From an optimization exercise on the open Yosys and OpenROAD flow, aimed at small area, a short achievable clock period and few clock cycles; shortcuts taken in it are not production practice.
Function was checked by simulation only, so behaviour that the tests miss may differ from the original.

==> zinc <==
## piecewise_linear_lookup_core
module piecewise_linear_lookup_core #(
	parameter int MAX_POINTS = plpl_pkg::DEF_MAX_POINTS
) (
	input  wire logic                                 clk,
	input  wire logic                                 arst_n,
	input  wire logic                                 cfg_valid,
	output logic                                      cfg_ready,
	input  wire logic        [plpl_pkg::CFG_W-1:0]    cfg_data,
	input  wire logic                                 in_valid,
	output logic                                      in_stall,
	input  wire logic                                 req_type,
	input  wire logic        [plpl_pkg::INDEX_W-1:0]  point_index,
	input  wire logic signed [plpl_pkg::DATA_W-1:0]   point_key,
	input  wire logic signed [plpl_pkg::DATA_W-1:0]   point_value,
	input  wire logic signed [plpl_pkg::DATA_W-1:0]   query_x,
	output logic                                      out_valid,
	input  wire logic                                 out_stall,
	output logic signed      [plpl_pkg::DATA_W-1:0]   interp_value,
	output logic                                      below_first,
	output logic                                      at_or_above_last
);
	localparam int N     = MAX_POINTS;
	localparam int IDX_W = $clog2(MAX_POINTS);
	localparam int DW    = plpl_pkg::DATA_W;
	localparam int FW    = plpl_pkg::FRAC_W;
	localparam int NDIV  = FW / 2;           
	localparam int RW    = DW + 3;           
	localparam int C_KEY = 1;
	localparam int C_VAL = 4 + NDIV - 1;
	localparam int NRD   = C_VAL + 1;        
	localparam int LAT   = 15;               
	localparam int SPACING = 4;
	localparam int SP_W    = $clog2(SPACING);
	localparam int CAP   = LAT + 2;
	localparam int FDEPTH = CAP - 1;
	localparam int FA_W  = $clog2(FDEPTH);
	localparam int OC_W  = $clog2(CAP + 1);
	localparam int PW    = FW + DW;          
	logic [plpl_pkg::CFG_W-1:0] count_q;
	logic [IDX_W:0]             n_eff;
	assign cfg_ready = 1'b1;
	always_ff @(posedge clk or negedge arst_n) begin
		if (!arst_n) begin
  ...
export LEC_CHECK = 0
export CAP_MARGIN = 20
export CELL_PAD_IN_SITES_DETAIL_PLACEMENT = 1
export CELL_PAD_IN_SITES_GLOBAL_PLACEMENT = 2
export CORE_MARGIN = 2
export CORE_UTILIZATION = 30
export CTS_CLUSTER_DIAMETER = 120
export CTS_CLUSTER_SIZE = 20
export PLACE_DENSITY = 0.5
export SLEW_MARGIN = 20
export SYNTH_HIERARCHICAL = 1
export SYNTH_MINIMUM_KEEP_SIZE = 0
create_clock -name core_clock -period 10.0 [get_ports {clk}]
standard.sh (not shown) runs the stock make flow with config.mk's settings and CLKGATE_MAP_FILE= SYNTH_SCRIPT=/design/flow/synth_recipe.tcl, a recipe that flattens the netlist after the stock synthesis.
==> flow/flow/run.sh <==
#!/bin/bash
set -euo pipefail
bash standard.sh SETUP_SLACK_MARGIN=6.2 finish > standard_make.log 2>&1
==> inputs of umber, as changes to zinc <==
==> flow/flow/run.sh (replaced) <==
#!/bin/bash
set -euo pipefail
bash standard.sh SETUP_SLACK_MARGIN=6.0 finish > standard_make.log 2>&1
Settings changed: CORE_UTILIZATION 30 to 35, PLACE_DENSITY 0.5 to 0.55.
==> qor summary <==
| item | zinc | umber |
|---|---|---|
| Number of buffer and inverter instances along the worst setup path | 2 | 1 |
| Vias in the first global route | 213612 | 211186 |
| Max stage delay on crit path | 0.71 ns | 0.74 ns |
| Post-route met1 wirelength | 609000 µm | 575000 µm |
| Arrival @ worst endpoint | 4.81 ns | 4.94 ns |
| Wire length on met3 | 63600 µm | 75500 µm |
| Sequential cell area | 0.142 mm² | 0.142 mm² |
| Gates resized, CTS repair | 591 | 267 |
| Diode count | 110 | 70 |
| Worst R2R Setup Slack | 6.07 ns | 5.91 ns |
| Final-layout clock buffer total | 489 | 468 |
| Clock transition at the register clock pins on the worst setup and hold paths after CTS | 0.09 ns | 0.10 ns |
| Worst slack at placement | 4.00 ns | 4.20 ns |
| Critical path peak fanout | 37 | 30 |
| Final weighted congestion in routability-driven placement | 0.908 | 0.914 |
| Fraction of layout instances using a drive strength above 1 | 0.144 | 0.127 |
| Global Route met2 Usage | 0.426 | 0.467 |
| Outcome | timing/DRC/antenna clean | timing/DRC/antenna clean |
Testbench counts of zinc, summed over its fixed seeds: cycles 4,006.
Testbench counts of umber, summed over its fixed seeds: cycles 4,006.


==> build 53 <==
Another version of the RTL of piecewise_linear_lookup_core (not shown whole).
==> flow/config.mk <==
export PLATFORM = sky130hd
export DESIGN_NAME = piecewise_linear_lookup_core
export DESIGN_NICKNAME = piecewise_linear_lookup_core
export VERILOG_FILES = /design/flow/design.v
export SDC_FILE = /design/flow/constraint.sdc
export NUM_CORES = 4
export LEC_CHECK = 0
export CAP_MARGIN = 20
export CELL_PAD_IN_SITES_DETAIL_PLACEMENT = 1
export CELL_PAD_IN_SITES_GLOBAL_PLACEMENT = 2
export CORE_MARGIN = 2
export CORE_UTILIZATION = 30
export PLACE_DENSITY = 0.5
export SLEW_MARGIN = 20
==> flow/constraint.sdc <==
create_clock -name core_clock -period 10.0 [get_ports {clk}]
set_input_delay 2.0000 -clock core_clock [delete_from_list [all_inputs] [get_ports {clk}]]
set_output_delay 2.0000 -clock core_clock [all_outputs]
set_load 0.01 [all_outputs]
==> flow/flow/run.sh <==
#!/bin/bash
set -euo pipefail
bash standard.sh SETUP_SLACK_MARGIN=6.5 finish > standard_make.log 2>&1
==> inputs of trial 18, as changes to build 53 <==
--- a/flow/design.v
+++ b/flow/design.v
@@ -20,66 +20,74 @@
 `default_nettype none
 module plpl_store #(
 	parameter int MAX_POINTS = plpl_pkg::DEF_MAX_POINTS,
 	parameter int SPACING    = 4
 ) (
 	input  wire logic                                   clk,
-	input  wire logic                                   wr_en,
-	input  wire logic [$clog2(MAX_POINTS)-1:0]          wr_pos,
+	input  wire logic [MAX_POINTS/SPACING-1:0]          wr_at,     
 	input  wire logic [plpl_pkg::DATA_W-1:0]            wr_key,
 	input  wire logic [plpl_pkg::DATA_W-1:0]            wr_value,
 	output logic      [MAX_POINTS*plpl_pkg::DATA_W-1:0] keys,
+	output logic      [MAX_POINTS*plpl_pkg::DATA_W-1:0] keys_next,
 	output logic      [MAX_POINTS*plpl_pkg::DATA_W-1:0] values
 );
 	localparam int DW = plpl_pkg::DATA_W;
 	for (genvar p = 0; p < MAX_POINTS; p++) begin : g_ent
 		localparam int NXT = (p + 1) % MAX_POINTS;
 		if ((p % SPACING) == 0) begin : g_inj
+			assign keys_next[p*DW +: DW] = wr_at[p/SPACING] ? wr_key : keys[NXT*DW +: DW];
 			always_ff @(posedge clk) begin
-				if (wr_en && (wr_pos == p)) begin
-					keys[p*DW +: DW]   <= wr_key;
+				if (wr_at[p/SPACING]) begin
 					values[p*DW +: DW] <= wr_value;
 				end else begin
-					keys[p*DW +: DW]   <= keys[NXT*DW +: DW];
 					values[p*DW +: DW] <= values[NXT*DW +: DW];
 				end
 			end
 		end else begin : g_move
+			assign keys_next[p*DW +: DW] = keys[NXT*DW +: DW];
 			always_ff @(posedge clk) begin
-				keys[p*DW +: DW]   <= keys[NXT*DW +: DW];
 				values[p*DW +: DW] <= values[NXT*DW +: DW];
 			end
 		end
+		always_ff @(posedge clk) begin
+			keys[p*DW +: DW] <= keys_next[p*DW +: DW];
+		end
 	end
 endmodule
+`default_nettype none
 module plpl_gt (
 	input  wire logic [plpl_pkg::DATA_W-1:0] a,
 	input  wire logic [plpl_pkg::DATA_W-1:0] b,
-	output logic                             gt
+	output logic                             hi_g,
+	output logic                             hi_p,
+	output logic                             lo_g
 );
 	localparam int W = plpl_pkg::DATA_W;
+	localparam int H = W / 2;
 	logic [W-1:0] au;
 	logic [W-1:0] nb;
-	logic [W-1:0] g [6];
-	logic [W-1:0] p [6];
+	logic [W-1:0] g [5];
+	logic [W-1:0] p [5];
 	assign au = {~a[W-1], a[W-2:0]};
 	assign nb = ~{~b[W-1], b[W-2:0]};
 	assign g[0] = au & nb;
 	assign p[0] = au | nb;
-	for (genvar l = 0; l < 5; l++) begin : g_lvl
+	for (genvar l = 0; l < 4; l++) begin : g_lvl
 		for (genvar i = 0; i < W; i++) begin : g_bit
 			if ((i % (2 << l)) == ((2 << l) - 1)) begin : g_node
 				assign g[l+1][i] = g[l][i] | (p[l][i] & g[l][i - (1 << l)]);
 				assign p[l+1][i] = p[l][i] & p[l][i - (1 << l)];
 			end else begin : g_pass
 				assign g[l+1][i] = g[l][i];
 				assign p[l+1][i] = p[l][i];
 			end
 		end
 	end
-	assign gt = g[5][W-1];
+	assign hi_g = g[4][W-1];
+	assign hi_p = p[4][W-1];
+	assign lo_g = g[4][H-1];
 endmodule
 `default_nettype wire
 `default_nettype none
 module plpl_div (
 	input  wire logic [34:0]                 s_in,
 	input  wire logic [34:0]                 c_in,
@@ -169,16 +177,16 @@
 	localparam int N     = MAX_POINTS;
 	localparam int IDX_W = $clog2(MAX_POINTS);
 	localparam int DW    = plpl_pkg::DATA_W;
 	localparam int FW    = plpl_pkg::FRAC_W;
 	localparam int NDIV  = FW / 2;           
 	localparam int RW    = DW + 3;           
-	localparam int C_KEY = 2;
-	localparam int C_VAL = 5 + NDIV - 1;
+	localparam int C_KEY = 1;
+	localparam int C_VAL = 4 + NDIV - 1;
 	localparam int NRD   = C_VAL + 1;        
-	localparam int LAT   = 16;               
+	localparam int LAT   = 15;               
 	localparam int SPACING = 4;
 	localparam int SP_W    = $clog2(SPACING);
 	localparam int CAP   = LAT + 2;
 	localparam int FDEPTH = CAP - 1;
 	localparam int FA_W  = $clog2(FDEPTH);
 	localparam int OC_W  = $clog2(CAP + 1);
@@ -221,19 +229,28 @@
 		ph_q <= ph_q + IDX_W'(1);
 	end
 	logic             pend_q;
 	logic [IDX_W-1:0] w_idx_q;
 	logic [DW-1:0]    w_key_q;
 	logic [DW-1:0]    w_val_q;
-	logic [IDX_W-1:0] w_pos;       
-	logic [IDX_W-1:0] w_pos_next;
+	logic [IDX_W-1:0] w_pos_next;  
 	logic [IDX_W-1:0] w_idx_next;
 	logic             apply;
 	logic             pend_next;
-	assign w_pos  = w_idx_q - ph_q - IDX_W'(1);
-	assign apply  = pend_q && !busy && (w_pos[SP_W-1:0] == '0);
+	localparam int NINJ = N / SPACING;
+	logic            apply_q;
+	logic [NINJ-1:0] inj_q;
+	logic            apply_next;
+	assign apply      = apply_q;
+	assign apply_next = pend_next && !busy_next && (w_pos_next[SP_W-1:0] == '0);
+	always_ff @(posedge clk) begin
+		apply_q <= apply_next;
+		for (int k = 0; k < NINJ; k++) begin
+			inj_q[k] <= apply_next && (w_pos_next[IDX_W-1:SP_W] == (IDX_W-SP_W)'(k));
+		end
+	end
 	always_ff @(posedge clk) begin
 		if (take_w) begin
 			pend_q  <= 1'b1;
 			w_idx_q <= point_index;
 			w_key_q <= point_key;
 			w_val_q <= point_value;
@@ -282,46 +299,43 @@
 	logic out_valid_q;
 	assign consume   = out_valid_q && !out_stall;
 	assign owed_next = owed_q + OC_W'(take_q) - OC_W'(consume);
 	always_ff @(posedge clk or negedge arst_n) begin
 		if (!arst_n) begin
 			owed_q     <= '0;
-			in_stall_q <= 1'b0;
+			in_stall_q <= 1'b1;
 		end else begin
 			owed_q     <= owed_next;
 			in_stall_q <= (owed_next >= OC_W'(CAP)) || (pad_next != '0)
 				|| (pend_next && (busy_next || (w_pos_next[SP_W-1:0] != '0)));
 		end
 	end
 	logic [N*DW-1:0] keys;
+	logic [N*DW-1:0] keys_next;
 	logic [N*DW-1:0] vals;
 	plpl_store #(
 		.MAX_POINTS(MAX_POINTS),
 		.SPACING   (SPACING)
 	) u_store (
 		.clk      (clk),
-		.wr_en    (apply),
-		.wr_pos   (w_pos),
+		.wr_at    (inj_q),
 		.wr_key   (w_key_q),
 		.wr_value (w_val_q),
 		.keys     (keys),
+		.keys_next(keys_next),
 		.values   (vals)
 	);
 	logic [LAT-1:0] v_q;
 	always_ff @(posedge clk or negedge arst_n) begin
 		if (!arst_n) begin
 			v_q <= '0;
 		end else begin
 			v_q <= {v_q[LAT-2:0], take_q};
 		end
 	end
 	assign rd_v = v_q[NRD-1:0];
-	logic [DW-1:0] s0_x;
-	always_ff @(posedge clk) begin
-		s0_x <= query_x;
-	end
 	logic [IDX_W-1:0] st_n;
 	logic [IDX_W:0]   st_end_n;
 	logic [N-1:0]     from_n;      
 	logic [N-1:0]     below_end_n;
 	logic [N-1:0]     use_n;
 	logic [N-1:0]     m_from_q;
@@ -340,32 +354,40 @@
 	end
 	always_ff @(posedge clk) begin
 		m_from_q <= from_n;
 		m_use_q  <= use_n;
 		m_last_q <= st_n + IDX_W'(n_eff - (IDX_W+1)'(1));
 	end
-	logic [N-1:0] gt_w;
+	logic [N-1:0] c_hgt_w;
+	logic [N-1:0] c_heq_w;
+	logic [N-1:0] c_lgt_w;
 	for (genvar p = 0; p < N; p++) begin : g_cmp
-		logic key_gt;
 		plpl_gt u_gt (
-			.a  (keys[p*DW +: DW]),
-			.b  (s0_x),
-			.gt (key_gt)
+			.a     (keys_next[p*DW +: DW]),
+			.b     (query_x),
+			.hi_g  (c_hgt_w[p]),
+			.hi_p  (c_heq_w[p]),
+			.lo_g  (c_lgt_w[p])
 		);
-		assign gt_w[p] = m_use_q[p] && key_gt;
 	end
+	logic [N-1:0]     s1_hgt;
+	logic [N-1:0]     s1_heq;
+	logic [N-1:0]     s1_lgt;
 	logic [N-1:0]     s1_gt;
 	logic [N-1:0]     s1_from;    
 	logic [IDX_W-1:0] s1_last;    
 	logic [DW-1:0]    s1_x;
 	always_ff @(posedge clk) begin
-		s1_gt   <= gt_w;
-		s1_from <= m_from_q;
-		s1_last <= m_last_q;
-		s1_x    <= s0_x;
-	end
+		s1_hgt <= c_hgt_w;
+		s1_heq <= c_heq_w;
+		s1_lgt <= c_lgt_w;
+		s1_x   <= query_x;
+	end
+	assign s1_gt   = m_use_q & (s1_hgt | (s1_heq & s1_lgt));
+	assign s1_from = m_from_q;
+	assign s1_last = m_last_q;
 	logic [N-1:0] gt_hi;
 	logic [N-1:0] seen;
 	logic [N-1:0] seen_hi;
 	logic [N-1:0] first_w;
 	assign gt_hi      = s1_gt & s1_from;
 	assign seen[0]    = 1'b0;
@@ -468,40 +490,42 @@
 	end
 	assign nd_w = n_d << lz;
 	assign nx_w = n_x << lz;
 	logic [RW-1:0]    d_s     [NDIV];
 	logic [RW-1:0]    d_c     [NDIV];
 	logic [DW-1:0]    d_den   [NDIV];
-	logic [FW-1:0]    d_qp    [NDIV];
-	logic [FW-1:0]    d_qn    [NDIV];
+	logic [FW-1:0]    d_qq    [NDIV];    
+	logic [FW-1:0]    d_qm    [NDIV];    
 	logic             d_below [NDIV];
 	logic             d_above [NDIV];
 	logic [IDX_W-1:0] d_vpos  [NDIV];
 	logic [RW-1:0]    d_s_w   [NDIV];
 	logic [RW-1:0]    d_c_w   [NDIV];
 	logic [1:0]       d_qp_w  [NDIV];
 	logic [1:0]       d_qn_w  [NDIV];
+	logic [FW-1:0]    d_qq_w  [NDIV];
+	logic [FW-1:0]    d_qm_w  [NDIV];
 	for (genvar k = 0; k < NDIV; k++) begin : g_div
 		if (k == 0) begin : g_first
 			always_ff @(posedge clk) begin
 				d_s[k]     <= {3'b000, nx_w};
 				d_den[k]   <= nd_w;
 				d_below[k] <= n_below;
 				d_above[k] <= n_above;
 				d_vpos[k]  <= n_vpos;
 			end
 			assign d_c[k]  = '0;
-			assign d_qp[k] = '0;
-			assign d_qn[k] = '0;
+			assign d_qq[k] = '0;
+			assign d_qm[k] = '1;
 		end else begin : g_next
 			always_ff @(posedge clk) begin
 				d_s[k]     <= d_s_w[k-1];
 				d_c[k]     <= d_c_w[k-1];
 				d_den[k]   <= d_den[k-1];
-				d_qp[k]    <= {d_qp[k-1][FW-3:0], d_qp_w[k-1]};
-				d_qn[k]    <= {d_qn[k-1][FW-3:0], d_qn_w[k-1]};
+				d_qq[k]    <= d_qq_w[k-1];
+				d_qm[k]    <= d_qm_w[k-1];
 				d_below[k] <= d_below[k-1];
 				d_above[k] <= d_above[k-1];
 				d_vpos[k]  <= d_vpos[k-1];
 			end
 		end
 		plpl_div u_step (
@@ -510,12 +534,22 @@
 			.den   (d_den[k]),
 			.s_out (d_s_w[k]),
 			.c_out (d_c_w[k]),
 			.qpos  (d_qp_w[k]),
 			.qneg  (d_qn_w[k])
 		);
+		logic [FW-1:0] qq1;
+		logic [FW-1:0] qm1;
+		assign qq1 = d_qp_w[k][1] ? {d_qq[k][FW-2:0], 1'b1}
+			: (d_qn_w[k][1] ? {d_qm[k][FW-2:0], 1'b1} : {d_qq[k][FW-2:0], 1'b0});
+		assign qm1 = d_qp_w[k][1] ? {d_qq[k][FW-2:0], 1'b0}
+			: (d_qn_w[k][1] ? {d_qm[k][FW-2:0], 1'b0} : {d_qm[k][FW-2:0], 1'b1});
+		assign d_qq_w[k] = d_qp_w[k][0] ? {qq1[FW-2:0], 1'b1}
+			: (d_qn_w[k][0] ? {qm1[FW-2:0], 1'b1} : {qq1[FW-2:0], 1'b0});
+		assign d_qm_w[k] = d_qp_w[k][0] ? {qq1[FW-2:0], 1'b0}
+			: (d_qn_w[k][0] ? {qm1[FW-2:0], 1'b0} : {qm1[FW-2:0], 1'b1});
 	end
 	logic [IDX_W-1:0] v_pos;
 	logic [7:0]       v_gsel;
 	logic [7:0]       v_msel;
 	logic [DW-1:0]    v_win [9];
 	logic [DW-1:0]    yr_w;
@@ -538,34 +572,34 @@
 			yr_w = yr_w | ({DW{v_msel[m]}} & v_win[m+1]);
 			yl_w = yl_w | ({DW{v_msel[m]}} & v_win[m]);
 		end
 	end
 	logic [RW-1:0] f_s;
 	logic [RW-1:0] f_c;
-	logic [FW-1:0] f_qp;
-	logic [FW-1:0] f_qn;
+	logic [FW-1:0] f_qq;
+	logic [FW-1:0] f_qm;
 	logic [DW-1:0] f_yl;
 	logic [DW-1:0] f_yr;
 	logic          f_below;
 	logic          f_above;
 	always_ff @(posedge clk) begin
 		f_s     <= d_s_w[NDIV-1];
 		f_c     <= d_c_w[NDIV-1];
-		f_qp    <= {d_qp[NDIV-1][FW-3:0], d_qp_w[NDIV-1]};
-		f_qn    <= {d_qn[NDIV-1][FW-3:0], d_qn_w[NDIV-1]};
+		f_qq    <= d_qq_w[NDIV-1];
+		f_qm    <= d_qm_w[NDIV-1];
 		f_yl    <= yl_w;
 		f_yr    <= yr_w;
 		f_below <= d_below[NDIV-1];
 		f_above <= d_above[NDIV-1];
 	end
 	logic [RW-1:0] rem_w;
 	logic [FW-1:0] q_lo;
 	logic [FW-1:0] q_hi;
 	assign rem_w  = f_s + f_c;
-	assign q_lo   = f_qp + ~f_qn;
-	assign q_hi   = f_qp + ~f_qn + FW'(1);
+	assign q_lo   = f_qm;
+	assign q_hi   = f_qq;
 	logic          f_interp;
 	logic [FW-1:0] lo_eff;
 	logic [FW-1:0] hi_eff;
 	assign f_interp = !f_below && !f_above;
 	assign lo_eff   = f_interp ? q_lo : '0;
 	assign hi_eff   = f_interp ? q_hi : '0;
==> flow/flow/run.sh (replaced) <==
#!/bin/bash
set -euo pipefail
bash standard.sh SETUP_SLACK_MARGIN=6.1 finish > standard_make.log 2>&1
Settings changed: CTS_CLUSTER_DIAMETER set to 120, CTS_CLUSTER_SIZE set to 20.
==> comparison <==
- Between trial 18 and build 53, the lower cell count is in trial 18 (gap 4.9%, measured against build 53).
- Of build 53 and trial 18, build 53 has the higher via count (gap about 7.5%, measured against trial 18).
- In build 53 the sequential share of layout area is lower than in trial 18, by 4.3 points.
- Between trial 18 and build 53, the lower count of clock-buffer cells in the layout is in trial 18 (gap 665).
- In build 53 the non-clock buffer count is higher than in trial 18, by 562.
- Between trial 18 and build 53, the lower critical path depth is in build 53 (gap 2).
- Of build 53 and trial 18, build 53 has the higher design area (gap about 10%, measured against trial 18).
Testbench counts of build 53, summed over its fixed seeds: cycles 4,030.
Testbench counts of trial 18, summed over its fixed seeds: cycles 4,006.

static timing again, ports no longer ideal:
The results above use ideal ports. As a check the final layouts listed here were re-extracted and re-timed, cells and wires unchanged. Step 1 assumes that a clkbuf_16 drives the clock port and a buf_2 every other input. Step 2 also shifts input and output timing later by t, the mid clock arrival at the registers, as if the neighbouring blocks saw the same clock. a / b / c = no drivers / after step 1 / after step 2; a / b = the first two.
run | t, ns | setup slack, ns | latest minus earliest clock arrival (ns) | slew at the worst register clock pin (ns)
zinc | 1.240 | 6.069 / 5.993 / 4.916 | 0.132 / 0.132 | 0.11 / 0.11
umber | 1.248 | 5.912 / 5.912 / 4.820 | 0.088 / 0.088 | 0.11 / 0.11
build 53 | 1.315 | 5.669 / 5.669 / 5.361 | 0.182 / 0.182 | 0.07 / 0.07
trial 18 | 1.268 | 5.285 / 5.198 / 3.930 | 0.097 / 0.097 | 0.11 / 0.11
After both steps every run listed still meets setup and hold. For trial 18, which loses most, drivers alone change the setup slack by -0.087 ns; drivers and shift together by -1.355 ns.
